What follows belongs to an exercise in optimizing a design on an open flow for small area; a production flow would make more cautious choices.
Only simulation tests tie the RTL to the original design; equivalence was not proved.
Power is estimated from default activity; no workload was simulated.

==> flow/design.v <==
`timescale 1ns/1ps
`default_nettype none
package cpuTypesPkg;
  typedef logic [32-1:0] wordT;
  typedef enum logic [5:0] {
    OP_RTYPE = 6'h00,
    OP_J     = 6'h02,
    OP_BEQ   = 6'h04,
    OP_BNE   = 6'h05,
    OP_ADDI  = 6'h08,
    OP_ORI   = 6'h0D,
    OP_LUI   = 6'h0F
  } opcodeT;
  typedef enum logic [5:0] {
    FN_ADD = 6'h20,
    FN_SUB = 6'h22,
    FN_AND = 6'h24,
    FN_OR  = 6'h25,
    FN_SLT = 6'h2A
  } functT;
  typedef enum logic [2:0] {
    ALU_ADD   = 3'd0,    
    ALU_SUB   = 3'd1,
    ALU_AND   = 3'd2,
    ALU_OR    = 3'd3,
    ALU_SLT   = 3'd4,
    ALU_PASSB = 3'd5     
  } aluOpT;
  typedef struct packed {
    logic  valid;
    logic  regWrite;
    logic  aluSrc;    
    logic  branch;
    logic  bne;
    logic  jmp;
    aluOpT aluOp;
  } idExCtrlT;
endpackage
`default_nettype wire
module rfReadBit (
  input  logic [29:0] sel,
  input  logic [29:0] d,
  output logic [9:0]  y
);
  for (genvar k = 0; k < 10; k++)
  begin : gAoi
    rfAoi3 u (.s(sel[3*k +: 3]), .d(d[3*k +: 3]), .y(y[k]));
  end
endmodule
module rfRowDrv (
  input  logic a,
  input  logic b,
  output logic y
);
  assign y = a & b;
endmodule
module rfAoi3 (
  input  logic [2:0] s,
  input  logic [2:0] d,
  output logic       y
);
  assign y = !((s[0] & d[0]) | (s[1] & d[1]) | (s[2] & d[2]));
endmodule
`timescale 1ns/1ps
`default_nettype none
module decodeExecute (
  input  logic        CLK,
  input  logic        nRST,
  input  logic        instrValid,
  input  logic [31:0] instr,
  input  logic [31:0] pc,
  output logic        instrReady,
  output logic        resValid,
  output logic [31:0] resData,
  output logic [4:0]  resDest,
  output logic [31:0] resPc,
  input  logic        resReady,
  output logic        redirectValid,
  output logic [31:0] redirectPc
);
  logic [31:1][31:0] regs;
  logic [31:1]       regValid;
  logic        exValid;
  logic [31:0] exA;         
  logic [31:0] exB;         
  logic [31:0] exPc;
  logic [4:0]  exDest;      
  logic        exTaken;     
  logic        exCin;       
  logic        exSelSum;    
  logic        exSelAnd;
  logic        exSelOr;
  logic        exSelSlt;
  logic enable;
  logic wbEn;
  logic [31:0] aluOut;
  logic [31:0] sum;
  assign enable        = !exValid || resReady;
  assign wbEn          = exValid && resReady;
  assign resValid      = exValid;
  assign redirectValid = exValid && exTaken;
  assign instrReady    = enable && !redirectValid;
  assign resPc         = exPc;
  assign resDest       = exDest;
  assign resData       = aluOut;
  assign redirectPc    = sum;    
  logic [5:0]  opcode;
  logic [5:0]  funct;
  logic [15:0] imm16;
  logic [4:0]  rsAddr;
  logic [4:0]  rtAddr;
  logic isR, isAdd, isSub, isAnd, isOr, isSlt;
  logic isAddi, isOri, isLui, isBeq, isBne, isJ, isBr, isBJ;
  logic aZero;   
  logic supported;
  logic immB;    
  assign opcode = instr[31:26];
  assign funct  = instr[5:0];
  assign imm16  = instr[15:0];
  assign rsAddr = instr[25:21];
  assign rtAddr = instr[20:16];
  assign isR    = opcode == 6'h00;
  assign isAdd  = isR && funct == 6'h20;
  assign isSub  = isR && funct == 6'h22;
  assign isAnd  = isR && funct == 6'h24;
  assign isOr   = isR && funct == 6'h25;
  assign isSlt  = isR && funct == 6'h2A;
  assign isAddi = opcode == 6'h08;
  assign isOri  = opcode == 6'h0D;
  assign isLui  = opcode == 6'h0F;
  assign isBeq  = opcode == 6'h04;
  assign isBne  = opcode == 6'h05;
  assign isJ    = opcode == 6'h02;
  assign isBr   = isBeq | isBne;
  assign isBJ   = isBr | isJ;
  assign aZero  = isLui | isJ;
  assign immB   = isAddi | isOri | isLui;
  assign supported = isAdd | isSub | isAnd | isOr | isSlt | isAddi | isOri | isLui | isBJ;
  logic [31:1] readOk;
  logic [1:0][31:0] sel1;    
  logic [1:0][31:0] sel2;
  logic [31:0][9:0] y1;
  logic [31:0][9:0] y2;
  logic [31:0] rdat1;
  logic [31:0] rdat2;
  logic [31:1] exDestDec;
  logic [1:0][31:1] wrEn;
  logic        byp1Hit;
  logic        byp2Hit;
  assign byp1Hit = (exDest == rsAddr) && (rsAddr != 5'd0);
  assign byp2Hit = (exDest == rtAddr) && (rtAddr != 5'd0);
  always_comb
  begin
    for (int i = 1; i < 32; i++)
    begin
      exDestDec[i] = exDest == i[4:0];
      readOk[i]    = regValid[i] && !(exValid && exDestDec[i]);
    end
  end
  for (genvar h = 0; h < 2; h++)
  begin : gHalf
    rfRowDrv uByp1 (.a(exValid), .b(byp1Hit), .y(sel1[h][0]));
    rfRowDrv uByp2 (.a(exValid), .b(byp2Hit), .y(sel2[h][0]));
    for (genvar i = 1; i < 32; i++)
    begin : gRow
      rfRowDrv uSel1 (.a(readOk[i]), .b(rsAddr == i), .y(sel1[h][i]));
      rfRowDrv uSel2 (.a(readOk[i]), .b(rtAddr == i), .y(sel2[h][i]));
      rfRowDrv uWe (.a(wbEn), .b(exDestDec[i]), .y(wrEn[h][i]));
    end
  end
  for (genvar b = 0; b < 32; b++)
  begin : gRead
    logic [31:0] d;
    assign d[0]  = aluOut[b];
    for (genvar i = 1; i < 32; i++)
    begin : gCol
      assign d[i] = regs[i][b];
    end
    rfReadBit u1 (.sel(sel1[b / 16][29:0]), .d(d[29:0]), .y(y1[b]));
    rfReadBit u2 (.sel(sel2[b / 16][29:0]), .d(d[29:0]), .y(y2[b]));
    assign rdat1[b] = !(&y1[b]) | (sel1[b / 16][30] & d[30]) | (sel1[b / 16][31] & d[31]);
    assign rdat2[b] = !(&y2[b]) | (sel2[b / 16][30] & d[30]) | (sel2[b / 16][31] & d[31]);
  end
  for (genvar i = 1; i < 32; i++)
  begin : gWrite
    always_ff @(posedge CLK)
    begin
      if (wrEn[0][i])
        regs[i][15:0] <= aluOut[15:0];
      if (wrEn[1][i])
        regs[i][31:16] <= aluOut[31:16];
    end
  end
  always_ff @(posedge CLK or negedge nRST)
  begin
    if (!nRST)
      regValid <= '0;
    else
      for (int i = 1; i < 32; i++)
        if (wrEn[0][i])
          regValid[i] <= 1'b1;
  end
  logic        eq;
  logic        taken;
  logic [3:0]  pcHi4;
  logic [31:0] target;
  logic [4:0]  dest;
  logic [31:0] immExt;
  assign eq    = rdat1 == rdat2;
  assign taken = isJ | (isBeq & eq) | (isBne & !eq);
  assign pcHi4  = pc[31:28] + {3'd0, &pc[27:2]};
  assign target = isJ ? {pcHi4, instr[25:0], 2'b00} : {{14{imm16[15]}}, imm16, 2'b11};
  assign dest   = isR ? instr[15:11] : immB ? rtAddr : 5'd0;
  assign immExt = isLui ? {imm16, 16'h0000} : {{16{imm16[15] & isAddi}}, imm16};
  always_ff @(posedge CLK or negedge nRST)
  begin
    if (!nRST)
      exValid <= 1'b0;
    else if (enable)
      exValid <= instrValid && !redirectValid && supported;
  end
  always_ff @(posedge CLK)
  begin
    if (enable)
    begin
      exA      <= isBr ? pc : aZero ? 32'd0 : rdat1;
      exB      <= isBJ ? target : immB ? immExt : (isSub | isSlt) ? ~rdat2 : rdat2;
      exPc     <= pc;
      exDest   <= dest;
      exTaken  <= taken;
      exCin    <= isSub | isSlt | isBr;
      exSelSum <= isAdd | isSub | isAddi | isLui;
      exSelAnd <= isAnd;
      exSelOr  <= isOr | isOri;
      exSelSlt <= isSlt;
    end
  end
  logic [31:0] p;
  logic [31:0] g;
  logic [31:0] carry;
  logic        lt;
  assign p    = exA ^ exB;
  assign g    = exA & exB;
  always_comb
  begin
    logic [31:0] pp;
    logic [31:0] gg;
    pp    = p;
    gg    = g;
    gg[0] = g[0] | (p[0] & exCin);
    for (int l = 0; l < 5; l++)
      for (int j = 0; j < 32; j++)
        if (j % (2 << l) == (2 << l) - 1)
        begin
          gg[j] = gg[j] | (pp[j] & gg[j - (1 << l)]);
          pp[j] = pp[j] & pp[j - (1 << l)];
        end
    for (int l = 3; l >= 0; l--)
      for (int j = 0; j < 32; j++)
        if (j % (2 << l) == (1 << l) - 1 && j >= (2 << l))
        begin
          gg[j] = gg[j] | (pp[j] & gg[j - (1 << l)]);
          pp[j] = pp[j] & pp[j - (1 << l)];
        end
    carry = gg;
  end
  assign sum = p ^ {carry[30:0], exCin};
  assign lt  = (exA[31] == exB[31]) ? exA[31] : sum[31];
  assign aluOut = ({32{exSelSum}} & sum) | ({32{exSelAnd}} & g) | ({32{exSelOr}} & (p | g)) |
                  {31'd0, exSelSlt & lt};
endmodule
`default_nettype wire
clock: 7.5 ns
lec_check: 0
cap_margin: 10
core_margin: 2
core_utilization: 50
cts_buf_list: sky130_fd_sc_hd__clkbuf_16
cts_cluster_diameter: 100
cts_cluster_size: 30
gpl_timing_driven: 0
place_density: 0.55
setup_slack_margin: 0.3
slew_margin: 10
synth_hierarchical: 1
synth_minimum_keep_size: 0
standard.sh (not shown) runs the stock make flow with config.mk's settings and CLKGATE_MAP_FILE= SYNTH_SCRIPT=/design/flow/synth_recipe.tcl, a recipe that flattens the netlist after the stock synthesis.
==> flow/flow/run.sh <==
#!/bin/bash
# The standard layout with two changes: plain buffers on the ports (still one per port, where the
# standard flow places them) instead of the delay cell the resizer picks by default, and clock
# tree synthesis without dummy loads. Everything else, synthesis included, is standard.sh.
set -euo pipefail
cts="-sink_clustering_enable -repair_clock_nets -sink_clustering_size 30"
cts="$cts -sink_clustering_max_diameter 100 -buf_list sky130_fd_sc_hd__clkbuf_16 -dont_use_dummy_load"
bash standard.sh 'BUFFER_PORTS_ARGS=-buffer_cell sky130_fd_sc_hd__buf_1' "CTS_ARGS=$cts" finish \
  > standard_flow.log 2>&1
The baseline completed without violations.
Change:
--- a/flow/design.v
+++ b/flow/design.v
@@ -39,7 +39,7 @@
 `default_nettype wire
 module rfReadBit (
-  input  logic [29:0] sel,
-  input  logic [29:0] d,
-  output logic [9:0]  y
+  input  logic [31:0] sel,
+  input  logic [31:0] d,
+  output logic [10:0] y
 );
   for (genvar k = 0; k < 10; k++)
@@ -47,4 +47,5 @@
     rfAoi3 u (.s(sel[3*k +: 3]), .d(d[3*k +: 3]), .y(y[k]));
   end
+  rfAoi2 u2 (.s(sel[31:30]), .d(d[31:30]), .y(y[10]));
 endmodule
 module rfRowDrv (
@@ -61,4 +62,11 @@
 );
   assign y = !((s[0] & d[0]) | (s[1] & d[1]) | (s[2] & d[2]));
+endmodule
+module rfAoi2 (
+  input  logic [1:0] s,
+  input  logic [1:0] d,
+  output logic       y
+);
+  assign y = !((s[0] & d[0]) | (s[1] & d[1]));
 endmodule
 `timescale 1ns/1ps
@@ -140,6 +148,6 @@
   logic [1:0][31:0] sel1;    
   logic [1:0][31:0] sel2;
-  logic [31:0][9:0] y1;
-  logic [31:0][9:0] y2;
+  logic [31:0][10:0] y1;
+  logic [31:0][10:0] y2;
   logic [31:0] rdat1;
   logic [31:0] rdat2;
@@ -177,8 +185,8 @@
       assign d[i] = regs[i][b];
     end
-    rfReadBit u1 (.sel(sel1[b / 16][29:0]), .d(d[29:0]), .y(y1[b]));
-    rfReadBit u2 (.sel(sel2[b / 16][29:0]), .d(d[29:0]), .y(y2[b]));
-    assign rdat1[b] = !(&y1[b]) | (sel1[b / 16][30] & d[30]) | (sel1[b / 16][31] & d[31]);
-    assign rdat2[b] = !(&y2[b]) | (sel2[b / 16][30] & d[30]) | (sel2[b / 16][31] & d[31]);
+    rfReadBit u1 (.sel(sel1[b / 16]), .d(d), .y(y1[b]));
+    rfReadBit u2 (.sel(sel2[b / 16]), .d(d), .y(y2[b]));
+    assign rdat1[b] = !(&y1[b]);
+    assign rdat2[b] = !(&y2[b]);
   end
   for (genvar i = 1; i < 32; i++)
Effect:
- total power climbs by 0.89%
- cell area is about the same
- final cell count falls by 1.5%
- setup slack degrades by 230 ps
- die area goes up by 0.34%
- synthesized cell count came out lower by 2.2%
- utilization stays flat
- fmax shrinks by 3.2%
- wire length shrinks by about 1.4%
- global-route usage drops by 0.53 points
- hold slack stays flat
- sequential power barely changes
- via count is lower by about 2.3%
- register-to-register slack is worse by 230 ps

[static timing again, ports no longer ideal]
The flow's constraints put no driver on any port. The routed layouts listed below were extracted and timed again, unchanged, in two steps. Step 1 assumes that a clkbuf_16 drives the clock port and a buf_2 every other input. Step 2 times the ports against the registers' clock, not the clock port: input delays grow and output delays shrink by t, the midpoint of the rising clock arrivals with the driver on. Three values: ideal, step 1, step 2; two values: the first two.
run | t (ns) | slack for setup (ns) | worst setup path at the end
the first run | 0.741 | 0.460 / 0.403 / 0.176 | input to register
the second run | 0.741 | 0.226 / 0.226 / 0.226 | register to register
After both steps every run listed still meets setup and hold. For the first run, which loses most, drivers alone change the setup slack by -0.057 ns; drivers and shift together by -0.284 ns.
